Background: an optimization exercise with open tools, aiming at small area, a short achievable clock period and few clock cycles per item. Do not read the settings as production practice. The RTL was checked by simulation tests, not by an equivalence proof against the original design. Power figures rest on the tool's default switching activity, not on a simulated workload.

== v26 ==
// block_peak_normaliser
module block_peak_normaliser #(
    parameter int BLOCK_DEPTH = bpn_pkg::DEFAULT_BLOCK_DEPTH
) (
    input  wire logic                          i_clk,
    input  wire logic                          i_rst_n,
    input  wire logic                          i_in_valid,
    output logic                               o_in_ready,
    input  wire logic [bpn_pkg::SAMPLE_W-1:0]  i_in_sample,
    input  wire logic                          i_in_end_of_block,
    output logic                               o_out_valid,
    input  wire logic                          i_out_ready,
    output logic [bpn_pkg::SAMPLE_W-1:0]       o_out_norm_value,
    output logic                               o_out_last,
    output logic                               o_out_silent_block
);
Size in the first run: roughly 5000 cells after synthesis, about 2200 flip-flops, roughly 41 I/O pins, ~63000 µm² of cells after synthesis.
clock: 10.0 ns
lec_check: 0
abc_area: 1
cap_margin: 20
core_margin: 2
core_utilization: 40
cts_cluster_diameter: 100
cts_cluster_size: 28
slew_margin: 20
standard.sh (not shown) runs the stock make flow with config.mk's settings and CLKGATE_MAP_FILE= SYNTH_SCRIPT=/design/flow/synth_recipe.tcl, a recipe that flattens the netlist after the stock synthesis.
==> flow/flow/run.sh <==
#!/bin/bash
set -euo pipefail
bash standard.sh SETUP_SLACK_MARGIN=6.6 place > flow_make_place.log 2>&1
openroad -no_init -exit flow/swap_ports.tcl > swap_ports.log 2>&1
bash standard.sh SETUP_SLACK_MARGIN=6.6 finish > flow_make.log 2>&1
==> flow/flow/swap_ports.tcl <==
# Swap the port buffers that buffer_ports placed (a slow delay-style buffer
# on sky130hd) for plain buf_4 cells, which are narrower, at the same spot.
set res orfs/results/sky130hd/block_peak_normaliser/base
read_db $res/3_place.odb
set db [ord::get_db]
set block [ord::get_db_block]
set m [$db findMaster sky130_fd_sc_hd__buf_4]
set n 0
foreach i [$block getInsts] {
  set name [$i getName]
  if {[regexp {^(input|output)[0-9]+$} $name]} {
    set old [[$i getMaster] getName]
    if {[string match "*clkdlybuf*" $old] || [string match "*dlygate*" $old]} {
      $i swapMaster $m
      incr n
      puts "swapped $name $old"
    }
  }
}
puts "swapped $n port buffers"
write_db $res/3_place.odb
Both conditions hold for v26: the flow ran to the end and the final layout passed the timing, design-rule and antenna checks.
Testbench counts of v26, summed over its fixed seeds: cycles 4,152, items 3,504.
Modified inputs, v58 compared to v26
Settings: swapping 28 for 32 in CTS_CLUSTER_SIZE; clearing ABC_AREA, which used to be 1.
--- outcome ---
The internal cell power reported for v58 is greater than that of v26 by 2.4%. Layout cell share with drive strength beyond 1: v26 and v58 compared, lower one is v26. v58: routed wire length is 5500 µm lower than what v26 reported. On full die area, v26 and v58 are basically level. Any difference in vertical die dimension between v58 and v26 is small enough to ignore. Summary of the comparison: final setup skew is lower in v58, relative to v26. Against v26, v58 comes in about 7% lower on final cell count without fillers. v58 ends up with a timing-limited maximum frequency that is 2.3% higher than in v26. The die extent in x on v26 is in line with that on v58. Against v26, final routed wire length divided by cell count in v58 rose slightly. On summed instance area of the synthesized netlist, v26 loses to v58.
For v37, these inputs were changed with respect to v58:
Settings: swapping 32 for 28 in CTS_CLUSTER_SIZE.
==> flow/flow/run.sh <==
#!/bin/bash
set -euo pipefail
bash standard.sh SETUP_SLACK_MARGIN=6.75 place > flow_make_place.log 2>&1
openroad -no_init -exit flow/swap_ports.tcl > swap_ports.log 2>&1
bash standard.sh SETUP_SLACK_MARGIN=6.75 finish > flow_make.log 2>&1
==> run summary <==
Total power after layout ended up 76 µW higher on v37 than on v58. Delta (v37 minus v58): cell area now larger; number of antenna violations at the first check in global routing lost 1. Lower worst setup slack goes to v37 over v58. Compare v58 and v37 | sequential share of layout area lower: v37. When the final numbers for v58 and v37 were put side by side, the setup slack of the worst register-to-register path turned out to be smaller in v58.
Here is what was changed in the inputs of v10 compared with v37.
==> flow/flow/run.sh <==
#!/bin/bash
set -euo pipefail
bash standard.sh SETUP_SLACK_MARGIN=6.6 place > flow_make_place.log 2>&1
openroad -no_init -exit flow/swap_ports.tcl > swap_ports.log 2>&1
bash standard.sh SETUP_SLACK_MARGIN=6.6 finish > flow_make.log 2>&1
## What came out
v10: flow completed, timing, DRC and antenna clean
v10 reports its capturing element of the worst setup path as o_in_ready while v37 reports o_out_norm_value[2].
Relative contribution of combinational cells to total power is lower on v10
Diff v37 -> v10: final design area excluding fillers stayed essentially flat, number of hold buffers added after cts roughly the same.


block_peak_normaliser, a different RTL version from the one above (not shown whole).
Size: roughly 4700 cells after synthesis.
clock: 10.0 ns
lec_check: 0
cap_margin: 20
core_margin: 2
core_utilization: 40
cts_cluster_diameter: 100
cts_cluster_size: 30
slew_margin: 20
==> flow/flow/run.sh <==
#!/bin/bash
set -euo pipefail
bash standard.sh SETUP_SLACK_MARGIN=6.5 finish > flow_make.log 2>&1
Testbench counts at the start, summed over its fixed seeds: cycles 4,160, items 3,504.
Edit:
Settings changed: CTS_CLUSTER_DIAMETER 100 to unset, CTS_CLUSTER_SIZE 30 to unset.
Cell count is higher by 4.0%; final area is higher by 6.7%; power is higher by 18%.


Setup of violet:
block_peak_normaliser, a different RTL version from the one above (not shown whole).
Size in the first run: ~4500 cells after synthesis, about 41 I/O pins, ~0.062 mm^2 of cells after synthesis.
clock: 10.0 ns
lec_check: 0
cap_margin: 20
core_margin: 2
core_utilization: 40
cts_cluster_diameter: 100
cts_cluster_size: 28
slew_margin: 20
==> flow/flow/run.sh <==
#!/bin/bash
set -euo pipefail
bash standard.sh SETUP_SLACK_MARGIN=6.6 place > flow_make_place.log 2>&1
openroad -no_init -exit flow/swap_ports.tcl > swap_ports.log 2>&1
bash standard.sh SETUP_SLACK_MARGIN=6.6 finish > flow_make.log 2>&1
Scripts as last shown in full above: flow/flow/swap_ports.tcl
Per the final summary, violet finished and its layout is clean on timing, DRC and antenna.
Testbench counts of violet, summed over its fixed seeds: cycles 4,152, items 3,504.
--- input diff violet..sierra ---
Settings: swapping 40 for 50 in CORE_UTILIZATION.
==> flow/flow/run.sh <==
#!/bin/bash
set -euo pipefail
bash standard.sh SETUP_SLACK_MARGIN=6.6 finish > flow_make.log 2>&1
removed: flow/flow/swap_ports.tcl
--- outcome ---
- In sierra, worst setup slack after placement is lower than in violet.
- The setup slack number comes out higher for sierra vs violet.
- violet -> sierra: count of plain and timing-repair buffers in the layout increased by a few percent
- Wire: sierra routes more than violet
- Via count delta (violet -> sierra): insignificant
The inputs of xenon differ from those of sierra as listed below.
Settings: CORE_UTILIZATION now 40, was 50.
==> comparison <==
Re total of clock buffers placed in the layout: sierra was lower than xenon. Going from sierra to xenon, number of buffers other than clock buffers in the final layout moved up; detailed-route wire length on metal 1 dropped 1300 um; first-iteration detailed-routing DRC count -24%; leakage power figure held. xenon vs. sierra: layout buffering overhead excluding clock cells about even; post-synthesis to final-layout area growth rose 0.66 points; end-of-flow core utilization fell 11 points; die area rose about 25%. sky130_fd_sc_hd__clkdlybuf4s50_1 as the slowest cell on the critical path was reported by sierra, and sky130_fd_sc_hd__edfxtp_1 by xenon. Going from sierra to xenon, proportion of cell area occupied by multi-input gates shrinks by 0.16 points. Between xenon and sierra, it is xenon whose post-CTS setup-driven buffer insertion count is higher, by 1.

==> static timing again, ports no longer ideal <==
In the flow no input, the clock included, has a driving cell. The finished layouts below were timed again as built, in two steps.
Step 1 (the two cells are an assumption about what drives the block):
set clk [get_ports {i_clk}]
set_driving_cell -lib_cell sky130_fd_sc_hd__clkbuf_16 $clk
set_driving_cell -lib_cell sky130_fd_sc_hd__buf_2 [delete_from_list [all_inputs] $clk]
Step 2 times the ports against the registers' clock, not the clock port: input delays grow and output delays shrink by t, the midpoint of the rising clock arrivals with the driver on.
Slacks: ideal / step 1 / step 2; pairs: ideal / step 1.
run	t, ns	slack for setup (ns)	clock arrival spread, ns
v26	0.807	6.680 / 6.605 / 6.068	0.084 / 0.084
v58	0.792	6.754 / 6.685 / 6.020	0.051 / 0.050
v37	0.798	6.728 / 6.655 / 6.260	0.049 / 0.049
v10	0.796	6.681 / 6.608 / 6.075	0.055 / 0.055
the first run of note 2	0.788	6.592 / 6.515 / 6.007	0.076 / 0.076
the second run of note 2	0.852	6.594 / 6.515 / 5.983	0.090 / 0.090
violet	0.775	6.658 / 6.587 / 5.960	0.082 / 0.082
sierra	0.776	6.686 / 6.622 / 5.957	0.043 / 0.043
xenon	0.775	6.656 / 6.586 / 6.004	0.082 / 0.083
After both steps setup and hold are still met in every run listed. For v58, which loses most, drivers alone change the setup slack by -0.069 ns; drivers and shift together by -0.734 ns.
